This is an optimization exercise on Yosys and OpenROAD, whose aim is small area, a short achievable clock period and few clock cycles per item, not a production implementation. The RTL was checked by simulation tests, not by an equivalence proof against the original design. No driver is modelled on the clock port, so clock power and skew are understated where the tree is cut down; a real chip needs a root buffer or a tree. No activity file was given, so power comes from the tool's default toggle rates.

[flow/design.v]
package conv_pkg;
    typedef logic [4:0]                         col_addr_t;     
    typedef logic [4:0]                         band_t;
    typedef logic [4:0]                         kernel_t;
    typedef logic [8:0]                         param_addr_t;   
    typedef logic [5-1:0]                 pix_col_t;
    typedef logic signed [8-1:0]    weight_t;
    typedef logic signed [8-1:0]    bias_t;
    typedef logic signed [16-1:0]  sum_t;
    typedef logic [16-1:0]         act_t;          
    typedef enum logic [1:0] {
        SEQ_IDLE,
        SEQ_LOAD,       
        SEQ_SWEEP       
    } seq_state_t;
endpackage
module conv_decode (
    input  logic        sclk,
    input  logic        s_rst_n,
    input  logic        cal_start,
    output logic        busy,
    output logic [4:0]  col,         
    output logic [2:0]  band,
    output logic        kern,
    output logic [3:0]  paddr,       
    output logic [4:0]  pwr,         
    output logic        tag_vld      
);
    logic        act;            
    logic        go;             
    logic        start;
    logic        last_col;
    logic        kern_d;
    logic        t0, t1;
    logic [2:0]  psi, psi_d, psi_p;
    assign start    = cal_start & ~busy;
    assign last_col = (col == 5'(28 - 1));
    assign t0       = act & (col >= 5'(5 - 1));
    assign go       = act & ~(last_col && band == 3'(8 - 1) && kern);
    assign kern_d   = (act && last_col && band == 3'(8 - 1)) ? ~kern : kern;
    assign psi      = kern ? 3'(paddr - 4'd5) : 3'(paddr);
    assign psi_d    = (psi == 3'd0) ? 3'd4 : psi - 3'd1;
    assign psi_p    = (psi == 3'd4) ? 3'd0 : psi + 3'd1;     
    for (genvar q = 0; q < 5; q++) begin : g_pwr
        assign pwr[q] = (psi_p == 3'(5 - 1 - q));
    end
    always_ff @(posedge sclk or negedge s_rst_n) begin
        if (!s_rst_n) begin
            act   <= 1'b0;
            col   <= '0;
            band  <= '0;
            kern  <= 1'b0;
            paddr <= '0;
        end else begin
            act   <= go | start;
            kern  <= kern_d;
            paddr <= (kern_d ? 4'd5 : 4'd0) + 4'(psi_d);
            if (act) begin
                if (last_col) begin
                    col  <= '0;
                    band <= band + 3'd1;     
                end else begin
                    col <= col + 5'd1;
                end
            end else begin
                col <= {4'd0, start};
            end
        end
    end
    always_ff @(posedge sclk or negedge s_rst_n) begin
        if (!s_rst_n) begin
            t1      <= 1'b0;
            tag_vld <= 1'b0;
            busy    <= 1'b0;
        end else begin
            t1      <= t0;
            tag_vld <= t1;
            busy    <= start | go | t0 | t1 | tag_vld;
        end
    end
endmodule
module conv_execute (
    input  logic                sclk,
    input  conv_pkg::pix_col_t  col_data,
    input  conv_pkg::weight_t   param_w_h0,
    input  conv_pkg::weight_t   param_w_h1,
    input  conv_pkg::weight_t   param_w_h2,
    input  conv_pkg::weight_t   param_w_h3,
    input  conv_pkg::weight_t   param_w_h4,
    input  conv_pkg::bias_t     param_bias,
    input  logic [4:0]          pwr,         
    output logic signed [12:0]  sum
);
    logic [5-1:0][5-1:0][7:0] w;    
    logic [5-1:0][5-1:0]      p;    
    logic [7:0]  b;
    logic [12:0] ra, rb;
    always_ff @(posedge sclk) begin
        w <= {w[5-2:0], {param_w_h4, param_w_h3, param_w_h2, param_w_h1, param_w_h0}};
        b <= param_bias;
    end
    for (genvar q = 0; q < 5; q++) begin : g_slot
        always_ff @(posedge sclk) begin
            if (pwr[q])
                p[q] <= col_data;
        end
    end
    logic t1, t2, t3, t4, t5, t6, t7, t8, t9, t10, t11, t12, t13, t14, t15, t16, t17, t18, t19, t20, t21, t22, t23, t24, t25, t26, t27, t28, t29, t30, t31, t32, t33, t34, t35, t36, t37, t38, t39, t40, t41, t42, t43, t44, t45, t46, t47, t48, t49, t50, t51, t52, t53, t54, t55, t56, t57, t58, t59, t60, t61, t62, t63, t64, t65, t66, t67, t68, t69, t70, t71, t72, t73, t74, t75, t76, t77, t78, t79, t80, t81, t82, t83, t84, t85, t86, t87, t88, t89, t90, t91, t92, t93, t94, t95, t96, t97, t98, t99, t100, t101, t102, t103, t104, t105, t106, t107, t108, t109, t110, t111, t112, t113, t114, t115, t116, t117, t118, t119, t120, t121, t122, t123, t124, t125, t126, t127, t128, t129, t130, t131, t132, t133, t134, t135, t136, t137, t138, t139, t140, t141, t142, t143, t144, t145, t146, t147, t148, t149, t150, t151, t152, t153, t154, t155, t156, t157, t158, t159, t160, t161, t162, t163, t164, t165, t166, t167, t168, t169, t170, t171, t172, t173, t174, t175, t176, t177, t178, t179, t180, t181, t182, t183, t184, t185, t186, t187, t188, t189, t190, t191, t192, t193, t194, t195, t196, t197, t198, t199, t200, t201, t202, t203, t204, t205, t206, t207, t208, t209, t210, t211, t212, t213, t214, t215, t216, t217, t218, t219, t220, t221, t222, t223, t224, t225, t226, t227, t228, t229, t230, t231, t232, t233, t234, t235, t236, t237, t238, t239, t240, t241, t242, t243, t244, t245, t246, t247, t248, t249, t250, t251, t252, t253, t254, t255, t256, t257, t258, t259, t260, t261, t262, t263, t264, t265, t266, t267, t268, t269, t270, t271, t272, t273, t274, t275, t276, t277, t278, t279, t280, t281, t282, t283, t284, t285, t286, t287, t288, t289, t290, t291, t292, t293, t294, t295, t296, t297, t298, t299, t300, t301, t302, t303, t304, t305, t306, t307, t308, t309, t310, t311, t312, t313, t314, t315, t316, t317, t318, t319, t320, t321, t322, t323, t324, t325, t326, t327, t328, t329, t330, t331, t332, t333, t334, t335, t336, t337, t338, t339, t340, t341, t342, t343, t344, t345, t346, t347, t348, t349, t350, t351, t352, t353, t354, t355, t356, t357, t358, t359, t360, t361, t362, t363, t364, t365, t366, t367, t368, t369, t370, t371, t372, t373, t374, t375, t376, t377, t378, t379, t380, t381, t382, t383, t384, t385, t386, t387, t388, t389, t390, t391, t392, t393, t394, t395, t396, t397, t398;
    assign {t2, t1} = {1'b0, (p[0][0] & w[0][0][0])} + {1'b0, (p[0][1] & w[0][1][0])} + {1'b0, (p[0][2] & w[0][2][0])};
    assign {t4, t3} = {1'b0, (p[0][3] & w[0][3][0])} + {1'b0, (p[0][4] & w[0][4][0])} + {1'b0, (p[1][0] & w[1][0][0])};
    assign {t6, t5} = {1'b0, (p[1][1] & w[1][1][0])} + {1'b0, (p[1][2] & w[1][2][0])} + {1'b0, (p[1][3] & w[1][3][0])};
    assign t7 = (p[1][4] & w[1][4][0]) ^ (p[2][0] & w[2][0][0]);
    assign t8 = (p[1][4] & w[1][4][0]) & (p[2][0] & w[2][0][0]);
    assign {t10, t9} = {1'b0, (p[0][0] & w[0][0][1])} + {1'b0, (p[0][1] & w[0][1][1])} + {1'b0, (p[0][2] & w[0][2][1])};
    assign {t12, t11} = {1'b0, (p[0][3] & w[0][3][1])} + {1'b0, (p[0][4] & w[0][4][1])} + {1'b0, (p[1][0] & w[1][0][1])};
    assign {t14, t13} = {1'b0, (p[1][1] & w[1][1][1])} + {1'b0, (p[1][2] & w[1][2][1])} + {1'b0, (p[1][3] & w[1][3][1])};
    assign {t16, t15} = {1'b0, (p[1][4] & w[1][4][1])} + {1'b0, (p[2][0] & w[2][0][1])} + {1'b0, (p[2][1] & w[2][1][1])};
    assign {t18, t17} = {1'b0, (p[2][2] & w[2][2][1])} + {1'b0, (p[2][3] & w[2][3][1])} + {1'b0, (p[2][4] & w[2][4][1])};
    assign t19 = (p[3][0] & w[3][0][1]) ^ (p[3][1] & w[3][1][1]);
    assign t20 = (p[3][0] & w[3][0][1]) & (p[3][1] & w[3][1][1]);
    assign {t22, t21} = {1'b0, (p[0][0] & w[0][0][2])} + {1'b0, (p[0][1] & w[0][1][2])} + {1'b0, (p[0][2] & w[0][2][2])};
    assign {t24, t23} = {1'b0, (p[0][3] & w[0][3][2])} + {1'b0, (p[0][4] & w[0][4][2])} + {1'b0, (p[1][0] & w[1][0][2])};
    assign {t26, t25} = {1'b0, (p[1][1] & w[1][1][2])} + {1'b0, (p[1][2] & w[1][2][2])} + {1'b0, (p[1][3] & w[1][3][2])};
    assign {t28, t27} = {1'b0, (p[1][4] & w[1][4][2])} + {1'b0, (p[2][0] & w[2][0][2])} + {1'b0, (p[2][1] & w[2][1][2])};
    assign {t30, t29} = {1'b0, (p[2][2] & w[2][2][2])} + {1'b0, (p[2][3] & w[2][3][2])} + {1'b0, (p[2][4] & w[2][4][2])};
    assign {t32, t31} = {1'b0, (p[3][0] & w[3][0][2])} + {1'b0, (p[3][1] & w[3][1][2])} + {1'b0, (p[3][2] & w[3][2][2])};
    assign t33 = (p[3][3] & w[3][3][2]) ^ (p[3][4] & w[3][4][2]);
    assign t34 = (p[3][3] & w[3][3][2]) & (p[3][4] & w[3][4][2]);
    assign {t36, t35} = {1'b0, (p[0][0] & w[0][0][3])} + {1'b0, (p[0][1] & w[0][1][3])} + {1'b0, (p[0][2] & w[0][2][3])};
    assign {t38, t37} = {1'b0, (p[0][3] & w[0][3][3])} + {1'b0, (p[0][4] & w[0][4][3])} + {1'b0, (p[1][0] & w[1][0][3])};
    assign {t40, t39} = {1'b0, (p[1][1] & w[1][1][3])} + {1'b0, (p[1][2] & w[1][2][3])} + {1'b0, (p[1][3] & w[1][3][3])};
    assign {t42, t41} = {1'b0, (p[1][4] & w[1][4][3])} + {1'b0, (p[2][0] & w[2][0][3])} + {1'b0, (p[2][1] & w[2][1][3])};
    assign {t44, t43} = {1'b0, (p[2][2] & w[2][2][3])} + {1'b0, (p[2][3] & w[2][3][3])} + {1'b0, (p[2][4] & w[2][4][3])};
    assign {t46, t45} = {1'b0, (p[3][0] & w[3][0][3])} + {1'b0, (p[3][1] & w[3][1][3])} + {1'b0, (p[3][2] & w[3][2][3])};
    assign {t48, t47} = {1'b0, (p[3][3] & w[3][3][3])} + {1'b0, (p[3][4] & w[3][4][3])} + {1'b0, (p[4][0] & w[4][0][3])};
    assign {t50, t49} = {1'b0, (p[0][0] & w[0][0][4])} + {1'b0, (p[0][1] & w[0][1][4])} + {1'b0, (p[0][2] & w[0][2][4])};
    assign {t52, t51} = {1'b0, (p[0][3] & w[0][3][4])} + {1'b0, (p[0][4] & w[0][4][4])} + {1'b0, (p[1][0] & w[1][0][4])};
    assign {t54, t53} = {1'b0, (p[1][1] & w[1][1][4])} + {1'b0, (p[1][2] & w[1][2][4])} + {1'b0, (p[1][3] & w[1][3][4])};
    assign {t56, t55} = {1'b0, (p[1][4] & w[1][4][4])} + {1'b0, (p[2][0] & w[2][0][4])} + {1'b0, (p[2][1] & w[2][1][4])};
    assign {t58, t57} = {1'b0, (p[2][2] & w[2][2][4])} + {1'b0, (p[2][3] & w[2][3][4])} + {1'b0, (p[2][4] & w[2][4][4])};
    assign {t60, t59} = {1'b0, (p[3][0] & w[3][0][4])} + {1'b0, (p[3][1] & w[3][1][4])} + {1'b0, (p[3][2] & w[3][2][4])};
    assign {t62, t61} = {1'b0, (p[3][3] & w[3][3][4])} + {1'b0, (p[3][4] & w[3][4][4])} + {1'b0, (p[4][0] & w[4][0][4])};
    assign {t64, t63} = {1'b0, (p[0][0] & w[0][0][5])} + {1'b0, (p[0][1] & w[0][1][5])} + {1'b0, (p[0][2] & w[0][2][5])};
    assign {t66, t65} = {1'b0, (p[0][3] & w[0][3][5])} + {1'b0, (p[0][4] & w[0][4][5])} + {1'b0, (p[1][0] & w[1][0][5])};
    assign {t68, t67} = {1'b0, (p[1][1] & w[1][1][5])} + {1'b0, (p[1][2] & w[1][2][5])} + {1'b0, (p[1][3] & w[1][3][5])};
    assign {t70, t69} = {1'b0, (p[1][4] & w[1][4][5])} + {1'b0, (p[2][0] & w[2][0][5])} + {1'b0, (p[2][1] & w[2][1][5])};
    assign {t72, t71} = {1'b0, (p[2][2] & w[2][2][5])} + {1'b0, (p[2][3] & w[2][3][5])} + {1'b0, (p[2][4] & w[2][4][5])};
    assign {t74, t73} = {1'b0, (p[3][0] & w[3][0][5])} + {1'b0, (p[3][1] & w[3][1][5])} + {1'b0, (p[3][2] & w[3][2][5])};
    assign {t76, t75} = {1'b0, (p[3][3] & w[3][3][5])} + {1'b0, (p[3][4] & w[3][4][5])} + {1'b0, (p[4][0] & w[4][0][5])};
    assign {t78, t77} = {1'b0, (p[0][0] & w[0][0][6])} + {1'b0, (p[0][1] & w[0][1][6])} + {1'b0, (p[0][2] & w[0][2][6])};
    assign {t80, t79} = {1'b0, (p[0][3] & w[0][3][6])} + {1'b0, (p[0][4] & w[0][4][6])} + {1'b0, (p[1][0] & w[1][0][6])};
    assign {t82, t81} = {1'b0, (p[1][1] & w[1][1][6])} + {1'b0, (p[1][2] & w[1][2][6])} + {1'b0, (p[1][3] & w[1][3][6])};
    assign {t84, t83} = {1'b0, (p[1][4] & w[1][4][6])} + {1'b0, (p[2][0] & w[2][0][6])} + {1'b0, (p[2][1] & w[2][1][6])};
    assign {t86, t85} = {1'b0, (p[2][2] & w[2][2][6])} + {1'b0, (p[2][3] & w[2][3][6])} + {1'b0, (p[2][4] & w[2][4][6])};
    assign {t88, t87} = {1'b0, (p[3][0] & w[3][0][6])} + {1'b0, (p[3][1] & w[3][1][6])} + {1'b0, (p[3][2] & w[3][2][6])};
    assign {t90, t89} = {1'b0, (p[3][3] & w[3][3][6])} + {1'b0, (p[3][4] & w[3][4][6])} + {1'b0, (p[4][0] & w[4][0][6])};
    assign {t92, t91} = {1'b0, ~(p[0][0] & w[0][0][7])} + {1'b0, ~(p[0][1] & w[0][1][7])} + {1'b0, ~(p[0][2] & w[0][2][7])};
    assign {t94, t93} = {1'b0, ~(p[0][3] & w[0][3][7])} + {1'b0, ~(p[0][4] & w[0][4][7])} + {1'b0, ~(p[1][0] & w[1][0][7])};
    assign {t96, t95} = {1'b0, ~(p[1][1] & w[1][1][7])} + {1'b0, ~(p[1][2] & w[1][2][7])} + {1'b0, ~(p[1][3] & w[1][3][7])};
    assign {t98, t97} = {1'b0, ~(p[1][4] & w[1][4][7])} + {1'b0, ~(p[2][0] & w[2][0][7])} + {1'b0, ~(p[2][1] & w[2][1][7])};
    assign {t100, t99} = {1'b0, ~(p[2][2] & w[2][2][7])} + {1'b0, ~(p[2][3] & w[2][3][7])} + {1'b0, ~(p[2][4] & w[2][4][7])};
    assign {t102, t101} = {1'b0, ~(p[3][0] & w[3][0][7])} + {1'b0, ~(p[3][1] & w[3][1][7])} + {1'b0, ~(p[3][2] & w[3][2][7])};
    assign {t104, t103} = {1'b0, ~(p[3][3] & w[3][3][7])} + {1'b0, ~(p[3][4] & w[3][4][7])} + {1'b0, ~(p[4][0] & w[4][0][7])};
    assign {t106, t105} = {1'b0, t1} + {1'b0, t3} + {1'b0, t5};
    assign {t108, t107} = {1'b0, t7} + {1'b0, (p[2][1] & w[2][1][0])} + {1'b0, (p[2][2] & w[2][2][0])};
    assign {t110, t109} = {1'b0, (p[2][3] & w[2][3][0])} + {1'b0, (p[2][4] & w[2][4][0])} + {1'b0, (p[3][0] & w[3][0][0])};
    assign {t112, t111} = {1'b0, t2} + {1'b0, t4} + {1'b0, t6};
    assign {t114, t113} = {1'b0, t8} + {1'b0, t9} + {1'b0, t11};
    assign {t116, t115} = {1'b0, t13} + {1'b0, t15} + {1'b0, t17};
    assign {t118, t117} = {1'b0, t19} + {1'b0, (p[3][2] & w[3][2][1])} + {1'b0, (p[3][3] & w[3][3][1])};
    assign t119 = (p[3][4] & w[3][4][1]) ^ (p[4][0] & w[4][0][1]);
    assign t120 = (p[3][4] & w[3][4][1]) & (p[4][0] & w[4][0][1]);
    assign {t122, t121} = {1'b0, t10} + {1'b0, t12} + {1'b0, t14};
    assign {t124, t123} = {1'b0, t16} + {1'b0, t18} + {1'b0, t20};
    assign {t126, t125} = {1'b0, t21} + {1'b0, t23} + {1'b0, t25};
    assign {t128, t127} = {1'b0, t27} + {1'b0, t29} + {1'b0, t31};
    assign {t130, t129} = {1'b0, t33} + {1'b0, (p[4][0] & w[4][0][2])} + {1'b0, (p[4][1] & w[4][1][2])};
    assign t131 = (p[4][2] & w[4][2][2]) ^ (p[4][3] & w[4][3][2]);
    assign t132 = (p[4][2] & w[4][2][2]) & (p[4][3] & w[4][3][2]);
    assign {t134, t133} = {1'b0, t22} + {1'b0, t24} + {1'b0, t26};
    assign {t136, t135} = {1'b0, t28} + {1'b0, t30} + {1'b0, t32};
    assign {t138, t137} = {1'b0, t34} + {1'b0, t35} + {1'b0, t37};
    assign {t140, t139} = {1'b0, t39} + {1'b0, t41} + {1'b0, t43};
    assign {t142, t141} = {1'b0, t45} + {1'b0, t47} + {1'b0, (p[4][1] & w[4][1][3])};
    assign {t144, t143} = {1'b0, (p[4][2] & w[4][2][3])} + {1'b0, (p[4][3] & w[4][3][3])} + {1'b0, (p[4][4] & w[4][4][3])};
    assign {t146, t145} = {1'b0, t36} + {1'b0, t38} + {1'b0, t40};
    assign {t148, t147} = {1'b0, t42} + {1'b0, t44} + {1'b0, t46};
    assign {t150, t149} = {1'b0, t48} + {1'b0, t49} + {1'b0, t51};
    assign {t152, t151} = {1'b0, t53} + {1'b0, t55} + {1'b0, t57};
    assign {t154, t153} = {1'b0, t59} + {1'b0, t61} + {1'b0, (p[4][1] & w[4][1][4])};
    assign {t156, t155} = {1'b0, (p[4][2] & w[4][2][4])} + {1'b0, (p[4][3] & w[4][3][4])} + {1'b0, (p[4][4] & w[4][4][4])};
    assign {t158, t157} = {1'b0, t50} + {1'b0, t52} + {1'b0, t54};
    assign {t160, t159} = {1'b0, t56} + {1'b0, t58} + {1'b0, t60};
    assign {t162, t161} = {1'b0, t62} + {1'b0, t63} + {1'b0, t65};
    assign {t164, t163} = {1'b0, t67} + {1'b0, t69} + {1'b0, t71};
    assign {t166, t165} = {1'b0, t73} + {1'b0, t75} + {1'b0, (p[4][1] & w[4][1][5])};
    assign {t168, t167} = {1'b0, (p[4][2] & w[4][2][5])} + {1'b0, (p[4][3] & w[4][3][5])} + {1'b0, (p[4][4] & w[4][4][5])};
    assign {t170, t169} = {1'b0, t64} + {1'b0, t66} + {1'b0, t68};
    assign {t172, t171} = {1'b0, t70} + {1'b0, t72} + {1'b0, t74};
    assign {t174, t173} = {1'b0, t76} + {1'b0, t77} + {1'b0, t79};
    assign {t176, t175} = {1'b0, t81} + {1'b0, t83} + {1'b0, t85};
    assign {t178, t177} = {1'b0, t87} + {1'b0, t89} + {1'b0, (p[4][1] & w[4][1][6])};
    assign {t180, t179} = {1'b0, (p[4][2] & w[4][2][6])} + {1'b0, (p[4][3] & w[4][3][6])} + {1'b0, (p[4][4] & w[4][4][6])};
    assign {t182, t181} = {1'b0, t78} + {1'b0, t80} + {1'b0, t82};
    assign {t184, t183} = {1'b0, t84} + {1'b0, t86} + {1'b0, t88};
    assign {t186, t185} = {1'b0, t90} + {1'b0, t91} + {1'b0, t93};
    assign {t188, t187} = {1'b0, t95} + {1'b0, t97} + {1'b0, t99};
    assign {t190, t189} = {1'b0, t101} + {1'b0, t103} + {1'b0, ~(p[4][1] & w[4][1][7])};
    assign {t192, t191} = {1'b0, ~(p[4][2] & w[4][2][7])} + {1'b0, ~(p[4][3] & w[4][3][7])} + {1'b0, ~(p[4][4] & w[4][4][7])};
    assign t193 = t92 ^ t94;
    assign t194 = t92 & t94;
    assign {t196, t195} = {1'b0, t105} + {1'b0, t107} + {1'b0, t109};
    assign {t198, t197} = {1'b0, (p[3][1] & w[3][1][0])} + {1'b0, (p[3][2] & w[3][2][0])} + {1'b0, (p[3][3] & w[3][3][0])};
    assign {t200, t199} = {1'b0, t106} + {1'b0, t108} + {1'b0, t110};
    assign {t202, t201} = {1'b0, t111} + {1'b0, t113} + {1'b0, t115};
    assign {t204, t203} = {1'b0, t117} + {1'b0, t119} + {1'b0, (p[4][1] & w[4][1][1])};
    assign {t206, t205} = {1'b0, t112} + {1'b0, t114} + {1'b0, t116};
    assign {t208, t207} = {1'b0, t118} + {1'b0, t120} + {1'b0, t121};
    assign {t210, t209} = {1'b0, t123} + {1'b0, t125} + {1'b0, t127};
    assign t211 = t129 ^ t131;
    assign t212 = t129 & t131;
    assign {t214, t213} = {1'b0, t122} + {1'b0, t124} + {1'b0, t126};
    assign {t216, t215} = {1'b0, t128} + {1'b0, t130} + {1'b0, t132};
    assign {t218, t217} = {1'b0, t133} + {1'b0, t135} + {1'b0, t137};
    assign {t220, t219} = {1'b0, t139} + {1'b0, t141} + {1'b0, t143};
    assign {t222, t221} = {1'b0, t134} + {1'b0, t136} + {1'b0, t138};
    assign {t224, t223} = {1'b0, t140} + {1'b0, t142} + {1'b0, t144};
    assign {t226, t225} = {1'b0, t145} + {1'b0, t147} + {1'b0, t149};
    assign {t228, t227} = {1'b0, t151} + {1'b0, t153} + {1'b0, t155};
    assign {t230, t229} = {1'b0, t146} + {1'b0, t148} + {1'b0, t150};
    assign {t232, t231} = {1'b0, t152} + {1'b0, t154} + {1'b0, t156};
    assign {t234, t233} = {1'b0, t157} + {1'b0, t159} + {1'b0, t161};
    assign {t236, t235} = {1'b0, t163} + {1'b0, t165} + {1'b0, t167};
    assign {t238, t237} = {1'b0, t158} + {1'b0, t160} + {1'b0, t162};
    assign {t240, t239} = {1'b0, t164} + {1'b0, t166} + {1'b0, t168};
    assign {t242, t241} = {1'b0, t169} + {1'b0, t171} + {1'b0, t173};
    assign {t244, t243} = {1'b0, t175} + {1'b0, t177} + {1'b0, t179};
    assign {t246, t245} = {1'b0, t170} + {1'b0, t172} + {1'b0, t174};
    assign {t248, t247} = {1'b0, t176} + {1'b0, t178} + {1'b0, t180};
    assign {t250, t249} = {1'b0, t181} + {1'b0, t183} + {1'b0, t185};
    assign {t252, t251} = {1'b0, t187} + {1'b0, t189} + {1'b0, t191};
    assign {t254, t253} = {1'b0, t182} + {1'b0, t184} + {1'b0, t186};
    assign {t256, t255} = {1'b0, t188} + {1'b0, t190} + {1'b0, t192};
    assign {t258, t257} = {1'b0, t193} + {1'b0, t96} + {1'b0, t98};
    assign {t260, t259} = {1'b0, t100} + {1'b0, t102} + {1'b0, t104};
    assign {t262, t261} = {1'b0, t195} + {1'b0, t197} + {1'b0, (p[3][4] & w[3][4][0])};
    assign t263 = (p[4][0] & w[4][0][0]) ^ (p[4][1] & w[4][1][0]);
    assign t264 = (p[4][0] & w[4][0][0]) & (p[4][1] & w[4][1][0]);
    assign {t266, t265} = {1'b0, t196} + {1'b0, t198} + {1'b0, t199};
    assign {t268, t267} = {1'b0, t201} + {1'b0, t203} + {1'b0, (p[4][2] & w[4][2][1])};
    assign t269 = (p[4][3] & w[4][3][1]) ^ (p[4][4] & w[4][4][1]);
    assign t270 = (p[4][3] & w[4][3][1]) & (p[4][4] & w[4][4][1]);
    assign {t272, t271} = {1'b0, t200} + {1'b0, t202} + {1'b0, t204};
    assign {t274, t273} = {1'b0, t205} + {1'b0, t207} + {1'b0, t209};
    assign {t276, t275} = {1'b0, t211} + {1'b0, (p[4][4] & w[4][4][2])} + {1'b0, b[2]};
    assign {t278, t277} = {1'b0, t206} + {1'b0, t208} + {1'b0, t210};
    assign {t280, t279} = {1'b0, t212} + {1'b0, t213} + {1'b0, t215};
    assign {t282, t281} = {1'b0, t217} + {1'b0, t219} + {1'b0, b[3]};
    assign {t284, t283} = {1'b0, t214} + {1'b0, t216} + {1'b0, t218};
    assign {t286, t285} = {1'b0, t220} + {1'b0, t221} + {1'b0, t223};
    assign {t288, t287} = {1'b0, t225} + {1'b0, t227} + {1'b0, b[4]};
    assign {t290, t289} = {1'b0, t222} + {1'b0, t224} + {1'b0, t226};
    assign {t292, t291} = {1'b0, t228} + {1'b0, t229} + {1'b0, t231};
    assign {t294, t293} = {1'b0, t233} + {1'b0, t235} + {1'b0, b[5]};
    assign {t296, t295} = {1'b0, t230} + {1'b0, t232} + {1'b0, t234};
    assign {t298, t297} = {1'b0, t236} + {1'b0, t237} + {1'b0, t239};
    assign {t300, t299} = {1'b0, t241} + {1'b0, t243} + {1'b0, b[6]};
    assign {t302, t301} = {1'b0, t238} + {1'b0, t240} + {1'b0, t242};
    assign {t304, t303} = {1'b0, t244} + {1'b0, t245} + {1'b0, t247};
    assign {t306, t305} = {1'b0, t249} + {1'b0, t251} + {1'b0, ~b[7]};
    assign {t308, t307} = {1'b0, t246} + {1'b0, t248} + {1'b0, t250};
    assign {t310, t309} = {1'b0, t252} + {1'b0, t253} + {1'b0, t255};
    assign {t312, t311} = {1'b0, t257} + {1'b0, t259} + {1'b0, 1'b1};
    assign {t314, t313} = {1'b0, t254} + {1'b0, t256} + {1'b0, t258};
    assign t315 = t260 ^ t194;
    assign t316 = t260 & t194;
    assign {t318, t317} = {1'b0, t261} + {1'b0, t263} + {1'b0, (p[4][2] & w[4][2][0])};
    assign {t320, t319} = {1'b0, t262} + {1'b0, t264} + {1'b0, t265};
    assign t321 = t267 ^ t269;
    assign t322 = t267 & t269;
    assign {t324, t323} = {1'b0, t266} + {1'b0, t268} + {1'b0, t270};
    assign {t326, t325} = {1'b0, t271} + {1'b0, t273} + {1'b0, t275};
    assign {t328, t327} = {1'b0, t272} + {1'b0, t274} + {1'b0, t276};
    assign {t330, t329} = {1'b0, t277} + {1'b0, t279} + {1'b0, t281};
    assign {t332, t331} = {1'b0, t278} + {1'b0, t280} + {1'b0, t282};
    assign {t334, t333} = {1'b0, t283} + {1'b0, t285} + {1'b0, t287};
    assign {t336, t335} = {1'b0, t284} + {1'b0, t286} + {1'b0, t288};
    assign {t338, t337} = {1'b0, t289} + {1'b0, t291} + {1'b0, t293};
    assign {t340, t339} = {1'b0, t290} + {1'b0, t292} + {1'b0, t294};
    assign {t342, t341} = {1'b0, t295} + {1'b0, t297} + {1'b0, t299};
    assign {t344, t343} = {1'b0, t296} + {1'b0, t298} + {1'b0, t300};
    assign {t346, t345} = {1'b0, t301} + {1'b0, t303} + {1'b0, t305};
    assign {t348, t347} = {1'b0, t302} + {1'b0, t304} + {1'b0, t306};
    assign {t350, t349} = {1'b0, t307} + {1'b0, t309} + {1'b0, t311};
    assign {t352, t351} = {1'b0, t308} + {1'b0, t310} + {1'b0, t312};
    assign {t354, t353} = {1'b0, t313} + {1'b0, t315} + {1'b0, 1'b1};
    assign t355 = t317 ^ (p[4][3] & w[4][3][0]);
    assign t356 = t317 & (p[4][3] & w[4][3][0]);
    assign {t358, t357} = {1'b0, t318} + {1'b0, t319} + {1'b0, t321};
    assign {t360, t359} = {1'b0, t320} + {1'b0, t322} + {1'b0, t323};
    assign {t362, t361} = {1'b0, t324} + {1'b0, t326} + {1'b0, t327};
    assign {t364, t363} = {1'b0, t328} + {1'b0, t330} + {1'b0, t331};
    assign {t366, t365} = {1'b0, t332} + {1'b0, t334} + {1'b0, t335};
    assign {t368, t367} = {1'b0, t336} + {1'b0, t338} + {1'b0, t339};
    assign {t370, t369} = {1'b0, t340} + {1'b0, t342} + {1'b0, t343};
    assign {t372, t371} = {1'b0, t344} + {1'b0, t346} + {1'b0, t347};
    assign {t374, t373} = {1'b0, t348} + {1'b0, t350} + {1'b0, t351};
    assign {t376, t375} = {1'b0, t352} + {1'b0, t354} + {1'b0, t314};
    assign t377 = t355 ^ (p[4][4] & w[4][4][0]);
    assign t378 = t355 & (p[4][4] & w[4][4][0]);
    assign {t380, t379} = {1'b0, t356} + {1'b0, t357} + {1'b0, b[1]};
    assign {t382, t381} = {1'b0, t358} + {1'b0, t359} + {1'b0, t325};
    assign {t384, t383} = {1'b0, t360} + {1'b0, t361} + {1'b0, t329};
    assign {t386, t385} = {1'b0, t362} + {1'b0, t363} + {1'b0, t333};
    assign {t388, t387} = {1'b0, t364} + {1'b0, t365} + {1'b0, t337};
    assign {t390, t389} = {1'b0, t366} + {1'b0, t367} + {1'b0, t341};
    assign {t392, t391} = {1'b0, t368} + {1'b0, t369} + {1'b0, t345};
    assign {t394, t393} = {1'b0, t370} + {1'b0, t371} + {1'b0, t349};
    assign {t396, t395} = {1'b0, t372} + {1'b0, t373} + {1'b0, t353};
    assign {t398, t397} = {1'b0, t374} + {1'b0, t375} + {1'b0, t316};
    assign ra = {1'b1, t398, t396, t394, t392, t390, t388, t386, t384, t382, t380, t378, t377};
    assign rb = {1'b0, t376, t397, t395, t393, t391, t389, t387, t385, t383, t381, t379, b[0]};
    assign sum = ra + rb;
endmodule
module conv_result (
    input  logic                sclk,
    input  logic                s_rst_n,
    input  logic signed [12:0]  sum,
    input  logic                tag_vld,
    output logic [11:0]         act,
    output logic                act_vld
);
    always_ff @(posedge sclk) begin
        act <= sum[12] ? 12'd0 : 12'(sum);
    end
    always_ff @(posedge sclk or negedge s_rst_n) begin
        if (!s_rst_n)
            act_vld <= 1'b0;
        else
            act_vld <= tag_vld;
    end
endmodule
module conv_top (
    input  logic                   sclk,
    input  logic                   s_rst_n,
    input  logic                   cal_start,
    output logic                   busy,
    output conv_pkg::col_addr_t    data_rd_addr,
    output conv_pkg::band_t        row_cnt,
    input  conv_pkg::pix_col_t     col_data,
    output conv_pkg::param_addr_t  param_rd_addr,
    input  conv_pkg::weight_t      param_w_h0,
    input  conv_pkg::weight_t      param_w_h1,
    input  conv_pkg::weight_t      param_w_h2,
    input  conv_pkg::weight_t      param_w_h3,
    input  conv_pkg::weight_t      param_w_h4,
    output conv_pkg::kernel_t      bias_rd_addr,
    input  conv_pkg::bias_t        param_bias,
    output conv_pkg::act_t         conv_rslt_act,
    output logic                   conv_rslt_act_vld
);
    logic [2:0]          band;
    logic                kern;
    logic [3:0]          paddr;
    logic [4:0]          pwr;
    logic                tag_vld;
    logic signed [12:0]  sum;
    logic [11:0]         act;
    assign row_cnt       = {2'b0, band};
    assign param_rd_addr = {5'b0, paddr};
    assign bias_rd_addr  = {4'b0, kern};
    assign conv_rslt_act = {4'b0, act};
    conv_decode u_decode (
        .sclk      (sclk),
        .s_rst_n   (s_rst_n),
        .cal_start (cal_start),
        .busy      (busy),
        .col       (data_rd_addr),
        .band      (band),
        .kern      (kern),
        .paddr     (paddr),
        .pwr       (pwr),
        .tag_vld   (tag_vld)
    );
    conv_execute u_execute (
        .sclk       (sclk),
        .col_data   (col_data),
        .param_w_h0 (param_w_h0),
        .param_w_h1 (param_w_h1),
        .param_w_h2 (param_w_h2),
        .param_w_h3 (param_w_h3),
        .param_w_h4 (param_w_h4),
        .param_bias (param_bias),
        .pwr        (pwr),
        .sum        (sum)
    );
    conv_result u_result (
        .sclk    (sclk),
        .s_rst_n (s_rst_n),
        .sum     (sum),
        .tag_vld (tag_vld),
        .act     (act),
        .act_vld (conv_rslt_act_vld)
    );
endmodule
[flow/flow/run.sh]
#!/bin/bash
# Standard synthesis, then flow/polarity.py drops the inverters that
# synthesis leaves between full adders (a full adder is self-dual, so an fa
# cell may work on inverted signals), then the standard layout from the
# edited netlist, with port buffers of fixed cells (flow/pre_resize.tcl) and
# one level less in the clock tree (flow/post_cts.tcl). Make output goes to
# standard_*.log here, each tool's own log to orfs/logs.
set -euo pipefail
R=$PWD/orfs/results/sky130hd/conv_top/base
KN=("BUFFER_PORTS_ARGS=-outputs -buffer_cell sky130_fd_sc_hd__buf_2" "PRE_RESIZE_TCL=$PWD/flow/pre_resize.tcl" "POST_CTS_TCL=$PWD/flow/post_cts.tcl")
if [[ -f flow/knobs.txt ]]; then
  while read -r line; do [[ -n "$line" ]] && KN+=("$line"); done < flow/knobs.txt
fi
bash standard.sh "${KN[@]}" "$R/1_2_yosys.v" > standard_synth.log 2>&1
cp "$R/1_2_yosys.v" "$R/1_2_yosys_std.v"
python3 flow/polarity.py "$R/1_2_yosys_std.v" "$R/1_2_yosys.v" > polarity.log 2>&1
bash standard.sh "${KN[@]}" finish > standard.log 2>&1
[flow/flow/knobs.txt]
SETUP_SLACK_MARGIN=21.4
CTS_ARGS=-sink_clustering_enable -repair_clock_nets -sink_clustering_size 30 -sink_clustering_max_diameter 100 -buf_list sky130_fd_sc_hd__clkbuf_16 -dont_use_dummy_load
SKIP_REPAIR_TIE_FANOUT=1
[flow/flow/polarity.py]
#!/usr/bin/env python3
"""Removes inverters between full adders in a mapped netlist.

A full adder is self-dual: FA(~a, ~b, ~c) = (~cout, ~sum). Synthesis leaves
many inverters between sky130 fa cells; choosing for each fa cell whether it
works on inverted signals lets most of them go. Only plain inv cells whose
nets are internal are touched; everything else keeps its connections.

usage: polarity.py IN.v OUT.v
"""
import re
import sys
from collections import defaultdict

src = open(sys.argv[1]).read()
mod_start = src.index("module ")
body_start = src.index(";", mod_start) + 1
end = src.rindex("endmodule")
head, body, tail = src[:body_start], src[body_start:end], src[end:]

port_names = set()
for m in re.finditer(r"^\s*(input|output|inout)\s+(\[[^\]]*\]\s*)?(\w+)\s*;", body, re.M):
    port_names.add(m.group(3))

cell_re = re.compile(r"^\s*(sky130_fd_sc_hd__\w+)\s+(\S+)\s*\((.*?)\);\s*$", re.S | re.M)
pin_re = re.compile(r"\.(\w+)\(([^()]*)\)")

cells = []
for m in cell_re.finditer(body):
    pins = [(p, n.strip()) for p, n in pin_re.findall(m.group(3))]
    cells.append({"type": m.group(1), "name": m.group(2), "pins": pins, "span": m.span()})

OUTP = {"X", "Y", "Q", "Q_N", "SUM", "COUT", "HI", "LO"}

def is_port_net(n):
    base = n.split("[")[0].strip()
    return base in port_names

def is_inv(c):
    return re.match(r"sky130_fd_sc_hd__inv_\d+$", c["type"]) is not None

driver = {}
loads = defaultdict(list)
for i, c in enumerate(cells):
    for p, n in c["pins"]:
        if p in OUTP:
            driver[n] = (i, p)
        else:
            loads[n].append((i, p))

# inverters we may remove: internal in and out
inv_ok = set()
for i, c in enumerate(cells):
    if is_inv(c):
        d = dict(c["pins"])
        a, y = d["A"], d["Y"]
        if not is_port_net(a) and not is_port_net(y) and a in driver and not re.match(r"^1'", a):
            inv_ok.add(i)

# a logical signal is a net driven by something other than a removable
# inverter; resolve every net to (signal net, inversion)
def resolve(n):
    inv = 0
    seen = 0
    while n in driver and driver[n][0] in inv_ok and seen < 100:
        n = dict(cells[driver[n][0]]["pins"])["A"]
        inv ^= 1
        seen += 1
    return n, inv

fa_cells = [i for i, c in enumerate(cells) if re.match(r"sky130_fd_sc_hd__fa_\d+$", c["type"])]
# an and2 can become a nand2 and back: its output polarity is free
AND_CELLS = {"sky130_fd_sc_hd__and2_1": 0, "sky130_fd_sc_hd__nand2_1": 1}
AREA = {0: 6.256, 1: 3.7536}
INV_AREA = 3.7536
free_and = {}
for i, c in enumerate(cells):
    if c["type"] in AND_CELLS:
        d = dict(c["pins"])
        outp = "X" if AND_CELLS[c["type"]] == 0 else "Y"
        if set(d) == {"A", "B", outp} and not is_port_net(d[outp]):
            free_and[d[outp]] = i
fa_set = set(fa_cells)
FA_IN = ("A", "B", "CIN")
FA_OUT = ("COUT", "SUM")

# requirements: signal -> list of (load cell, pin, required polarity relative to signal)
req = defaultdict(list)
for i, c in enumerate(cells):
    if i in inv_ok:
        continue
    for p, n in c["pins"]:
        if p in OUTP:
            continue
        s, inv = resolve(n)
        if s in free_and:
            # requirements of a free AND are relative to AND(a, b)
            inv ^= AND_CELLS[cells[free_and[s]]["type"]]
        req[s].append((i, p, inv))
# nets that are ports and driven through removable inverters are excluded above,
# so port loads need no handling: a port net is never an inverter's output here.

flip = {i: 0 for i in fa_cells}

def reqs(s):
    out = set()
    for (i, p, inv) in req[s]:
        out.add(inv ^ (flip[i] if (i in fa_set and p in FA_IN) else 0))
    return out

def and_choice(s):
    rs = reqs(s)
    best = None
    for pol in (1, 0):
        a = AREA[pol] + (INV_AREA if any(r != pol for r in rs) else 0)
        if best is None or a < best[0]:
            best = (a, pol)
    return best

def sig_pol(s):
    if s in free_and:
        return and_choice(s)[1]
    if s in driver and driver[s][0] in fa_set:
        return flip[driver[s][0]]
    return 0

def sig_cost(s):
    if s in free_and:
        return and_choice(s)[0]
    pol = sig_pol(s)
    return INV_AREA if any(r != pol for r in reqs(s)) else 0

def touched(i):
    c = cells[i]
    ss = set()
    for p, n in c["pins"]:
        if p in FA_IN:
            ss.add(resolve(n)[0])
        elif p in FA_OUT:
            ss.add(n)
    return ss

total = sum(sig_cost(s) for s in list(req))
start_total = total
improved = True
rounds = 0
while improved and rounds < 50:
    improved = False
    rounds += 1
    for i in fa_cells:
        ss = touched(i)
        before = sum(sig_cost(s) for s in ss)
        flip[i] ^= 1
        after = sum(sig_cost(s) for s in ss)
        if after < before:
            total += after - before
            improved = True
        else:
            flip[i] ^= 1

def total_cost():
    return sum(sig_cost(s) for s in list(req))

# escape local minima: random restarts of the greedy search from perturbed
# states, keeping the best (deterministic seed)
import random
rng = random.Random(1)
def greedy():
    tot = sum(sig_cost(s) for s in list(req))
    imp = True
    while imp:
        imp = False
        for i in fa_cells:
            ss = touched(i)
            b = sum(sig_cost(s) for s in ss)
            flip[i] ^= 1
            a = sum(sig_cost(s) for s in ss)
            if a < b or (a == b and rng.random() < 0.3):
                tot += a - b
                imp = imp or a < b
            else:
                flip[i] ^= 1
    return tot
best = dict(flip)
best_total = sum(sig_cost(s) for s in list(req))
for it in range(int(__import__("os").environ.get("POL_ITERS", "300"))):
    flip.update(best)
    for i in rng.sample(fa_cells, max(1, len(fa_cells) // 10)):
        flip[i] ^= 1
    t = greedy()
    if t < best_total:
        best_total = t
        best = dict(flip)
flip.update(best)

# rebuild: signals needing an inverted copy get one inverter each
need_inv = {}
k = 0
for s in list(req):
    if any(r != sig_pol(s) for r in reqs(s)):
        k += 1
        need_inv[s] = f"pol_n{k}"

def esc(n):
    # escaped identifiers end at white space
    return n + " " if n.startswith("\\") else n

def net_for(s, r):
    return s if r == sig_pol(s) else need_inv[s]

new_cells_txt = []
for i, c in enumerate(cells):
    if i in inv_ok:
        continue
    pins = []
    ctype = c["type"]
    d = dict(c["pins"])
    and_out = next((n for p, n in c["pins"] if p in OUTP and n in free_and and free_and[n] == i), None)
    if and_out is not None:
        ctype = "sky130_fd_sc_hd__nand2_1" if sig_pol(and_out) else "sky130_fd_sc_hd__and2_1"
    for p, n in c["pins"]:
        if p in OUTP:
            if and_out is not None:
                p = "Y" if sig_pol(and_out) else "X"
            pins.append((p, n))
        else:
            s, inv = resolve(n)
            if s in free_and:
                inv ^= AND_CELLS[cells[free_and[s]]["type"]]
            r = inv ^ (flip[i] if (i in fa_set and p in FA_IN) else 0)
            pins.append((p, net_for(s, r)))
    txt = "  %s %s (\n%s\n  );" % (ctype, c["name"], ",\n".join(f"    .{p}({esc(n)})" for p, n in pins))
    new_cells_txt.append(txt)
for s, nn in need_inv.items():
    new_cells_txt.append("  sky130_fd_sc_hd__inv_1 pol_inv_%s (\n    .A(%s),\n    .Y(%s)\n  );" % (nn[5:], esc(s), nn))

# keep declarations, drop old cell text
decl = cell_re.sub("", body)
decl = re.sub(r"\n\s*\n+", "\n", decl)
wires = "".join(f"  wire {nn};\n" for nn in need_inv.values())
out = head + decl + wires + "\n".join(new_cells_txt) + "\n" + tail
open(sys.argv[2], "w").write(out)
print(f"polarity: {len(inv_ok)} removable inverters, {len(fa_cells)} fa cells, "
      f"{len(free_and)} and/nand cells, {sum(flip.values())} flipped, "
      f"inverters {len(inv_ok)} -> {len(need_inv)}, "
      f"nand2 {sum(1 for x in free_and if sig_pol(x))}, area of inverters and ands {start_total:.1f} -> {total_cost():.1f}")
[flow/flow/post_cts.tcl]
# Runs at the end of the CTS step (POST_CTS_TCL). Reshapes the top of the
# clock tree: the middle level goes, and the leaf buffers are split into four
# groups, each driven by its own root buffer on the clock port, placed at the
# middle of its group. Every register stays two buffers from the clock port,
# so the tree stays balanced; it only gets shorter.
set block [ord::get_db_block]
set port_net [$block findNet sclk]
set nroots 4
proc is_clkbuf {inst} {
  return [string match "sky130_fd_sc_hd__clkbuf_*" [[$inst getMaster] getName]]
}
proc out_net {inst} {
  foreach it [$inst getITerms] {
    if {[$it isOutputSignal]} { return [$it getNet] }
  }
  return "NULL"
}
proc in_iterm {inst} {
  foreach it [$inst getITerms] {
    if {[$it isInputSignal]} { return $it }
  }
  return "NULL"
}
proc center {inst} {
  set b [$inst getBBox]
  return [list [expr {([$b xMin] + [$b xMax]) / 2}] [expr {([$b yMin] + [$b yMax]) / 2}]]
}
set roots {}
foreach it [$port_net getITerms] {
  set inst [$it getInst]
  if {[is_clkbuf $inst]} { lappend roots $inst }
}
if {[llength $roots] != 1} {
  puts "post_cts: [llength $roots] root buffers, tree kept"
  return
}
set root [lindex $roots 0]
set rnet [out_net $root]
# 1. drop the middle level
foreach it [$rnet getITerms] {
  set inst [$it getInst]
  if {$inst eq $root || ![is_clkbuf $inst]} { continue }
  set mnet [out_net $inst]
  set ok 1
  foreach it2 [$mnet getITerms] {
    set i2 [$it2 getInst]
    if {$i2 ne $inst && ![is_clkbuf $i2]} { set ok 0 }
  }
  if {!$ok} { continue }
  foreach it2 [$mnet getITerms] {
    set i2 [$it2 getInst]
    if {$i2 eq $inst} { continue }
    $it2 disconnect
    $it2 connect $rnet
  }
  puts "post_cts: removed [$inst getName]"
  odb::dbInst_destroy $inst
  odb::dbNet_destroy $mnet
}
# 2. the root's loads, all leaf buffers
set leaves {}
foreach it [$rnet getITerms] {
  set inst [$it getInst]
  if {$inst eq $root} { continue }
  if {![is_clkbuf $inst]} {
    puts "post_cts: root drives a register, one root kept"
    estimate_parasitics -placement
    return
  }
  lappend leaves $inst
}
# split into four groups: by x into halves, each half by y into halves
proc by_x {a b} { return [expr {[lindex [center $a] 0] - [lindex [center $b] 0]}] }
proc by_y {a b} { return [expr {[lindex [center $a] 1] - [lindex [center $b] 1]}] }
set sx [lsort -command by_x $leaves]
set h [expr {[llength $sx] / 2}]
set groups {}
foreach half [list [lrange $sx 0 [expr {$h - 1}]] [lrange $sx $h end]] {
  set sy [lsort -command by_y $half]
  set q [expr {[llength $sy] / 2}]
  lappend groups [lrange $sy 0 [expr {$q - 1}]] [lrange $sy $q end]
}
set master [[ord::get_db] findMaster sky130_fd_sc_hd__clkbuf_16]
set k 0
foreach g $groups {
  if {[llength $g] == 0} { continue }
  set sx 0; set sy 0
  foreach l $g { set c [center $l]; incr sx [lindex $c 0]; incr sy [lindex $c 1] }
  set cx [expr {$sx / [llength $g]}]
  set cy [expr {$sy / [llength $g]}]
  if {$k == 0} {
    set r $root
    set n $rnet
  } else {
    set r [odb::dbInst_create $block $master "clkbuf_root_$k"]
    set n [odb::dbNet_create $block "clknet_root_$k"]
    $n setSigType CLOCK
    [$r findITerm A] connect $port_net
    [$r findITerm X] connect $n
    foreach l $g {
      set it [in_iterm $l]
      $it disconnect
      $it connect $n
    }
  }
  $r setLocation $cx $cy
  $r setPlacementStatus PLACED
  puts "post_cts: root [$r getName] drives [llength $g] leaf buffers"
  incr k
}
detailed_placement
check_placement -verbose
estimate_parasitics -placement
report_clock_skew
[flow/flow/pre_resize.tcl]
# Runs before the resize step (PRE_RESIZE_TCL). Global placement gave every
# output port a buf_2 (BUFFER_PORTS_ARGS); each input port gets a buf_1 here,
# which the step's repair and the detailed placement then handle as usual.
buffer_ports -inputs -buffer_cell sky130_fd_sc_hd__buf_1
[flow/standard.sh]
#!/bin/bash
# synth_recipe.tcl (not shown) runs the flow's synth.tcl, then flattens the netlist and writes it again
# the make line also repeats each setting of config.mk as NAME=value (left out here)
make -C /OpenROAD-flow-scripts/flow DESIGN_CONFIG=/design/flow/config.mk WORK_HOME=/design/flow/orfs CLKGATE_MAP_FILE= SYNTH_SCRIPT=/design/flow/synth_recipe.tcl "${@:-finish}"
[flow/config.mk]
export PLATFORM = sky130hd
export DESIGN_NAME = conv_top
export DESIGN_NICKNAME = conv_top
export VERILOG_FILES = /design/flow/design.v
export SDC_FILE = /design/flow/constraint.sdc
export NUM_CORES = 4
export LEC_CHECK = 0
export CAP_MARGIN = 20
export CORE_MARGIN = 2
export CORE_UTILIZATION = 40
export CTS_BUF_LIST = sky130_fd_sc_hd__clkbuf_16
export CTS_CLUSTER_DIAMETER = 100
export CTS_CLUSTER_SIZE = 30
export SLEW_MARGIN = 20
[flow/constraint.sdc]
create_clock -name core_clock -period 28.0 [get_ports {sclk}]
set_input_delay 5.6000 -clock core_clock [delete_from_list [all_inputs] [get_ports {sclk}]]
set_output_delay 5.6000 -clock core_clock [all_outputs]
set_load 0.01 [all_outputs]
==> results.json, run 1 <==
{
  "status": "no timing/DRC/antenna violations",
  "critical_path_buf_inv_count": 1,
  "drt_pass1_iterations": 7,
  "worst_path_max_delay_cell": "dfrtp_1",
  "fp.dieArea_sq_um": 30540,
  "global_route_wire_length_before_repair_microns": 37490,
  "routedWlPerCell_microns": 17.55,
  "fmax_ghz": 0.1535,
  "layout_setup_ws_ns": 21.49,
  "worst_ep_arrival_time_ns": 0.91,
  "crit_type": "register to output port",
  "critPathRequiredTime_ns": 22.40,
  "port-buffer-count": 27,
  "gr-max-usage-layer": "met2",
  "max_slew_margin_pct": 29.73,
  "grt_remaining_overflow": 0,
  "power_density_nw_per_um2": 131.4,
  "initial_cell_density_of_the_core_pct": 40.63,
  "via_per_inst": 4.594,
  "timing.reg2reg.worst_path_depth": 15,
  "cap_violations": 0,
  "fp.dieH_microns": 174.8,
  "clkSinkCount": 263,
  "synthesis.area_per_instance_sq_um": 13.41,
  "grt_use_met1_pct": 23.49,
  "post-route-drc-count": 0,
  "grt_antenna_before_repair": 0,
  "die_w_microns": 174.8,
  "grt.total_usage_pct": 16.25,
  "grt_pass1_vias": 6814,
  "irDropWorstVdd_uv": 161.7,
  "setup_viol": 0,
  "num_rows": 62,
  "drt_iter0_drc": 353,
  "whs_ns": 0.2801,
  "yosysWarnings": 3,
  "timing.critical_path.depth": 1,
  "grtUsageMet3_pct": 2.959,
  "area_delta_synth_final_pct": 9.720,
  "report.final.slew_viol_count": 0,
  "syn_area_sq_um": 11660,
  "max_slew.worst_pin.slew_ns": 1.052,
  "core_region_area_sq_um": 28700,
  "critical_path.cell_chain": "buf_2",
  "critical_path.top_delay_family": "flip-flops",
  "placedInstanceArea_sq_um": 12340,
  "unrepaired_setup_endpoints_after_global_routing": "false",
  "met2_usage_pct": 25.59,
  "total_wire_length_microns": 23520,
  "placement.setup.worst_slack_ns": 21.61,
  "diodes": 0,
  "floorplan.io_pins": 98,
  "gp_congestion": 0.8429,
  "worst_clk_skew_ns": 0.07523,
  "worstPathMaxFanout": 5,
  "final_period_minus_worst_setup_slack_ns": 6.513,
  "final.period_utilization_pct": 23.26,
  "dr_vias": 6156,
  "drive_above_1_share_pct": 6.695,
  "clk_pin_slew_ns": 0.11,
  "pin_count_of_the_biggest_net_entering_global_routing": 31,
  "timing_hold_violations_final": 0,
  "critical_path.startpoint_type": "register",
  "cpPeakStageDelay_ns": 0.44,
  "insertion_delay_ns": 0.31,
  "fin_setup_tns_ns": 0,
  "hold_class": "register to register",
  "drtAntennaViolNets": 0,
  "timing.critical_path.to_type": "output port",
  "layout.nets": 1237,
  "dpl.hpwl_microns": 19500,
  "leakagePower_nw": 5.076,
  "min_path_cells": 0,
  "fin_total_pwr_mw": 1.681,
  "stdcell_area_sq_um": 12800,
  "postSynthCellCount": 870
}
==> power by group <==
group	internal, mW	total, mW	switching [mW]
combinational	0.469	1.05	0.580
sequential	0.414	0.424	0.0106
clock	0.0965	0.208	0.111
total	0.979	1.68	0.702
==> placed cells by master (no fill, tap or decap), types with 4 or more instances in the layout <==
cell	count
fa_1	185
nand2_1	192
mux2i_1	4
inv_1	59
xor2_1	6
buf_1	55
nand3_1	5
and2_1	20
xnor2_1	9
buf_2	26
edfxtp_1	25
a21oi_1	11
dfrtp_1	16
ha_1	38
dfxtp_1	220
nor2_1	14
o21ai_0	4
clkbuf_16	15
buf_4	8
==> state kept, by name, summed over array words and instances, names as in the netlist, 3 cells and up <==
name	flops
u_decode.band	3
u_execute.w	200
u_decode.paddr	4
u_execute.p	25
u_decode.col	5
u_result.act	12
u_execute.b	8
==> metrics by stage <==
stage | instances | utilization (%)
2_1_floorplan | 870 | -
6_report | 1340 | 44.58
5_1_grt | 1340 | 44.58
3_5_place_dp | 1317 | 43.01
3_3_place_gp | 1262 | 42.29
==> cell type report, without the clock buffers <==
type	instances	area (sq um)
flip-flops and latches	263	5608
plain buffers	3	75.07
well taps	384	480.5
repair buffers	90	407.9
inverters	59	221.5
fillers	2658	15910
multi-input cells	529	5703
==> worst paths after layout <==
check                                 from         endpoint  slack, ns
max reg2reg                 u_execute.p[8]  u_result.act[6]      21.79
min reg2reg                u_execute.w[29]  u_execute.w[69]       0.28
max                        u_decode.col[4]  data_rd_addr[4]      21.49
max in group asynchronous          s_rst_n    u_decode.kern      21.96
min                        u_execute.w[29]  u_execute.w[69]       0.28
min in group asynchronous          s_rst_n  u_decode.col[3]       5.39
==> metal layers <==
metal,share of wire (%),vias up
met5,0,-
met4,1.7,0
met3,5.4,21
met2,45,162
met1,48,3110
li1,-,2863
Testbench counts, summed over its fixed seeds: cycles 21,648, results 18,432.
==> inputs of run 2 (changes only) <==
--- a/flow/flow/post_cts.tcl
+++ b/flow/flow/post_cts.tcl
@@ -91,6 +91,7 @@
   if {$k == 0} {
     set r $root
     set n $rnet
+    if {[[$r getMaster] getName] ne [$master getName]} { $r swapMaster $master }
   } else {
     set r [odb::dbInst_create $block $master "clkbuf_root_$k"]
     set n [odb::dbNet_create $block "clknet_root_$k"]
==> results.json, run 2 <==
{
  "cp-startpoint": "u_decode.col[4]",
  "fin_setup_tns_ns": 0,
  "leakagePower_nw": 5.076,
  "routedWlPerCell_microns": 17.55,
  "mostFrequentLayoutCells": "dfxtp_1 (220), nand2_1 (192), fa_1 (185)",
  "setup_viol": 0,
  "global_route_wire_length_before_repair_microns": 37490,
  "ff_to_ff_start": "u_execute.p[8]",
  "grt_remaining_overflow": 0,
  "worst_path_max_delay_cell": "dfrtp_1",
  "insertion_delay_ns": 0.31,
  "via_per_inst": 4.594,
  "num-fill-cells": 2658,
  "power.switching_uw": 702.2,
  "drtAntennaViolNets": 0,
  "final_period_minus_worst_setup_slack_ns": 6.513,
  "cap_violations": 0,
  "worstPathMaxFanout": 5,
  "critPathRequiredTime_ns": 22.40,
  "registers.top_by_ff_count": "u_execute.w",
  "syn_area_sq_um": 11660,
  "area_delta_synth_final_pct": 9.720,
  "core_region_area_sq_um": 28700,
  "placedCellCount": 1317,
  "max_slew.worst_pin.slew_ns": 1.052,
  "p_clk_share_pct": 12.4,
  "worstHoldStart": "u_execute.w[29]",
  "clk_pin_slew_ns": 0.11,
  "timing_hold_violations_final": 0,
  "fin_total_pwr_mw": 1.681,
  "report.final.slew_viol_count": 0,
  "initial_cell_density_of_the_core_pct": 40.63,
  "number_of_flip_flops_in_the_largest_register": 200,
  "seqPwrFrac_pct": 25.2,
  "power.switching_fraction_pct": 41.76,
  "layout_commonest_cell": "dfxtp_1",
  "cpPeakStageDelay_ns": 0.44,
  "total_wire_length_microns": 23520,
  "drt_pass1_iterations": 7,
  "crit_type": "register to output port",
  "floorplan.io_pins": 98,
  "combinational_power_share_pct": 62.4,
  "diodes": 0,
  "final.period_utilization_pct": 23.26,
  "synthesis.area_per_instance_sq_um": 13.41,
  "intPower_uw": 979.2,
  "whs_ns": 0.2801,
  "worst_ep_arrival_time_ns": 0.91,
  "post_layout_nonfiller_instances": 1340,
  "finalCoreUtilization_pct": 44.58,
  "max_slew_margin_pct": 29.73,
  "drt_iter0_drc": 353,
  "die_w_microns": 174.8,
  "fmax_ghz": 0.1535,
  "post-route-drc-count": 0,
  "critical_path.cell_chain": "buf_2",
  "grt_antenna_before_repair": 0,
  "critical_path.startpoint_type": "register",
  "postSynthCellCount": 870,
  "fp.dieArea_sq_um": 30540,
  "worst_clk_skew_ns": 0.07523,
  "critical_path.top_delay_family": "flip-flops",
  "gp_congestion": 0.8429,
  "dpl.hpwl_microns": 19500,
  "num_rows": 62,
  "timing.critical_path.to_type": "output port",
  "port-buffer-count": 27,
  "dr_vias": 6156,
  "pin_count_of_the_biggest_net_entering_global_routing": 31,
  "irDropWorstVdd_uv": 161.7,
  "power_density_nw_per_um2": 131.4,
  "hold_class": "register to register",
  "critical_path_buf_inv_count": 1,
  "status": "no timing/DRC/antenna violations",
  "unrepaired_setup_endpoints_after_global_routing": "false",
  "clkSinkCount": 263,
  "biggestRegsByFlops": "u_execute.w (200), u_execute.p (25), u_result.act (12)",
  "drive_above_1_share_pct": 6.695,
  "yosysWarnings": 3,
  "grt.total_usage_pct": 16.25,
  "layout.nets": 1237,
  "fp.dieH_microns": 174.8,
  "grt_pass1_vias": 6814
}
-- run 2: area by class of cell, without the clock buffers --
class                           instances  area, sq um  share of cell area [%]
Sequential cell                       263         5608                   43.83
Tap cell                              384        480.5                   3.755
Buffer                                  3        75.07                  0.5867
Inverter                               59        221.5                   1.731
Multi-Input combinational cell        529         5703                   44.57
Timing Repair Buffer                   90        407.9                   3.188
-- run 2: worst register-to-register path: stages (launching register included) --
cell	delay [ns]
edfxtp_1	0.53
nand2_1	0.14
fa_1	0.54
fa_1	0.48
fa_1	0.52
fa_1	0.55
inv_1	0.06
fa_1	0.56
fa_1	0.45
fa_1	0.50
fa_1	0.51
a211oi_2	0.28
o21ai_2	0.11
a221o_2	0.42
a21oi_4	0.34
nor2_1	0.09
-- run 2: power by group through the flow --
stage                     clock network [mW]  logic, mW  registers [mW]
after floorplan                            0      0.861           0.432
after global placement                     0       1.04           0.433
after detailed placement                   0       1.05           0.433
after global routing                   0.226       1.22           0.427
final                                  0.208       1.05           0.424
-- run 2: path summary, 6_finish.rpt --
path | endpoint | slack [ns] | depth (start not counted)
max in group asynchronous | u_decode.kern | 21.96 | 1
setup reg to reg | u_result.act[6] | 21.79 | 15
setup / recovery | data_rd_addr[4] | 21.49 | 1
hold reg to reg | u_execute.w[69] | 0.28 | 0
hold / removal | u_execute.w[69] | 0.28 | 0
min in group asynchronous | u_decode.col[3] | 5.39 | 1
-- run 2: layer usage --
layer	part of all wire, %	global-route usage, %
met1	48	23.49
met2	45	25.59
met3	5.4	2.959
met4	1.7	3.924
met5	0	0
-- run 2: through the flow --
stage	cell area, sq um	worst slack, ns
global placement	12140	21.72
global route	12800	21.46
floorplan	11660	21.75
detailed placement	12340	21.61
finish	12800	21.49
==> inputs of run 3 (changes only) <==
==> flow/flow/knobs.txt (replaced) <==
SETUP_SLACK_MARGIN=21.4
CTS_ARGS=-sink_clustering_enable -repair_clock_nets -sink_clustering_size 30 -sink_clustering_max_diameter 100 -buf_list sky130_fd_sc_hd__clkbuf_16 -dont_use_dummy_load
--- a/flow/flow/post_cts.tcl
+++ b/flow/flow/post_cts.tcl
@@ -91,7 +91,6 @@
   if {$k == 0} {
     set r $root
     set n $rnet
-    if {[[$r getMaster] getName] ne [$master getName]} { $r swapMaster $master }
   } else {
     set r [odb::dbInst_create $block $master "clkbuf_root_$k"]
     set n [odb::dbNet_create $block "clknet_root_$k"]
==> flow/config.mk (replaced) <==
export PLATFORM = sky130hd
export DESIGN_NAME = conv_top
export DESIGN_NICKNAME = conv_top
export VERILOG_FILES = /design/flow/design.v
export SDC_FILE = /design/flow/constraint.sdc
export NUM_CORES = 4
export LEC_CHECK = 0
export CAP_MARGIN = 20
export CORE_MARGIN = 2
export CORE_UTILIZATION = 60
export SLEW_MARGIN = 20
==> results.json, run 3 <==
{
  "syn_area_sq_um": 11660,
  "max_slew.worst_pin.slew_ns": 0.9592,
  "routedWlPerCell_microns": 19.95,
  "insertion_delay_ns": 0.32,
  "leakagePower_nw": 5.136,
  "grt_remaining_overflow": 0,
  "area_delta_synth_final_pct": 9.077,
  "final.period_utilization_pct": 23.19,
  "setup_viol": 0,
  "critical_path_buf_inv_count": 1,
  "timing.critical_path.depth": 1,
  "pin_count_of_the_biggest_net_entering_global_routing": 31,
  "cp-startpoint": "u_decode.col[3]",
  "worstSetupEndpoint": "data_rd_addr[3]",
  "synthesis.area_per_instance_sq_um": 13.41,
  "yosysWarnings": 3,
  "fmax_ghz": 0.1540,
  "total_wire_length_microns": 24640,
  "worst_ep_arrival_time_ns": 0.89,
  "fin_total_pwr_mw": 1.671,
  "report.final.slew_viol_count": 0,
  "drt_pass1_iterations": 4,
  "unrepaired_setup_endpoints_after_global_routing": "false",
  "grt_pass1_vias": 7062,
  "worstHoldStart": "u_execute.w[9]",
  "grt.total_usage_pct": 25.86,
  "p_clk_share_pct": 11.3,
  "clk_pin_slew_ns": 0.12,
  "ff_to_ff_start": "u_execute.p[6]",
  "power.switching_uw": 701.1,
  "global_route_wire_length_before_repair_microns": 38110,
  "dpl.hpwl_microns": 18860,
  "final_period_minus_worst_setup_slack_ns": 6.492,
  "fp.dieArea_sq_um": 20570,
  "intPower_uw": 970.1,
  "floorplan.io_pins": 98,
  "gp_congestion": 0.8997,
  "power_density_nw_per_um2": 131.4,
  "die_w_microns": 143.4,
  "initial_cell_density_of_the_core_pct": 61.73,
  "mostFrequentLayoutCells": "dfxtp_1 (220), nand2_1 (192), fa_1 (185)",
  "grt_antenna_before_repair": 0,
  "combinational_power_share_pct": 63.4,
  "via_per_inst": 5.097,
  "endpoint_of_the_worst_slack_reg_to_reg_timing_path": "u_result.act[3]",
  "critical_path.cell_chain": "buf_2",
  "drtAntennaViolNets": 0,
  "timing.critical_path.to_type": "output port",
  "critical_path.startpoint_type": "register",
  "cpPeakStageDelay_ns": 0.44,
  "irDropWorstVdd_uv": 158.8,
  "worst_path_max_delay_cell": "dfrtp_1",
  "power.switching_fraction_pct": 41.95,
  "ff2ff_setup_slack_ns": 21.67,
  "layout_commonest_cell": "dfxtp_1",
  "placement.setup.worst_slack_ns": 21.58,
  "timing_hold_violations_final": 0,
  "drive_above_1_share_pct": 7.179,
  "core_region_area_sq_um": 18890,
  "worstPathMaxFanout": 5,
  "fp.dieH_microns": 143.4,
  "port-buffer-count": 27,
  "worst_clk_skew_ns": 0.02890,
  "post-route-drc-count": 0,
  "biggestRegsByFlops": "u_execute.w (200), u_execute.p (25), u_result.act (12)",
  "dr_vias": 6295,
  "cap_violations": 0,
  "timing.reg2reg.worst_path_depth": 15,
  "registers.top_by_ff_count": "u_execute.w",
  "critical_path.top_delay_family": "flip-flops",
  "drt_iter0_drc": 346,
  "hold_class": "register to register",
  "postSynthCellCount": 870,
  "status": "no timing/DRC/antenna violations",
  "clkSinkCount": 263,
  "layout_setup_ws_ns": 21.51,
  "fin_setup_tns_ns": 0,
  "max_slew_margin_pct": 36.05,
  "seqPwrFrac_pct": 25.4,
  "critPathRequiredTime_ns": 22.40,
  "number_of_flip_flops_in_the_largest_register": 200,
  "num_rows": 50,
  "layout.nets": 1256,
  "diodes": 0,
  "crit_type": "register to output port"
}
## run 3: changes by cell type in the layout (fill, tap and decap cells not counted), sizes merged
cell,change
conb,+14
clkbuf,-2
buf,+7
## run 3: worst min-delay path by stage
stage	slack (ns)	depth (start not counted)	end
6_report	0.33	0	u_execute.w[49]
5_1_grt	0.35	0	u_execute.w[49]
3_3_place_gp	0.33	0	u_execute.w[161]
2_1_floorplan	0.32	0	u_execute.w[112]
3_5_place_dp	0.33	0	u_execute.w[186]
## run 3: layer usage
layer	track usage, %	part of all wire, %	up-vias
met5	0	0	-
met4	7.379	1.8	0
met3	4.232	8.0	27
met2	43.48	50	203
met1	35.26	40	3185
li1	-	-	2880
## run 3: layout make-up, without the clock buffers
| class | count | area, sq um |
|---|---|---|
| fill | 1419 | 6172 |
| buffer | 3 | 75.07 |
| timing repair buffer | 97 | 491.7 |
| sequential | 263 | 5609 |
| tap | 260 | 325.3 |
| multi-input combinational | 543 | 5748 |
| inverter | 59 | 221.5 |
## run 3: power groups by stage
stage,logic [mW],clock network (mW),registers [mW]
global placement,1.04,0,0.433
floorplan,0.861,0,0.432
finish,1.06,0.188,0.424
detailed placement,1.06,0,0.433
global route,1.21,0.205,0.427
## run 3: per-stage QoR
stage	utilization (%)	instances	cell area, sq um	hold slack (ns)
detailed placement	64.79	1207	12240	0.3308
finish	67.33	1235	12720	0.3274
global placement	63.70	1152	12040	0.3296
floorplan	-	884	11720	0.3236
global route	67.33	1235	12720	0.3455

-- separate check: timing with driven ports --
Ports are ideal in the flow. The routed layouts listed here were re-timed in OpenROAD.
Step 1, drivers: a clkbuf_16 drives sclk and a buf_2 each remaining input, both assumed.
Step 2 adds t to the input delays and takes it off the output delays; t is the mean of the earliest and latest rising clock arrival at the registers after step 1. Input paths then give back, and output paths get back, about the clock's delay inside the block.
Slacks: no drivers / after step 1 / after step 2; pairs: no drivers / after step 1.
run	shift t [ns]	setup slack, ns	latest minus earliest clock arrival (ns)	pins driven straight from the clock port
run 1	0.388	21.487 / 21.385 / 21.648	0.095 / 0.095	4
run 2	0.388	21.487 / 21.385 / 21.648	0.095 / 0.095	4
run 3	0.396	21.508 / 21.415 / 21.602	0.033 / 0.033	4
After both steps every run listed still meets setup and hold. Setup slack includes reset recovery checks.
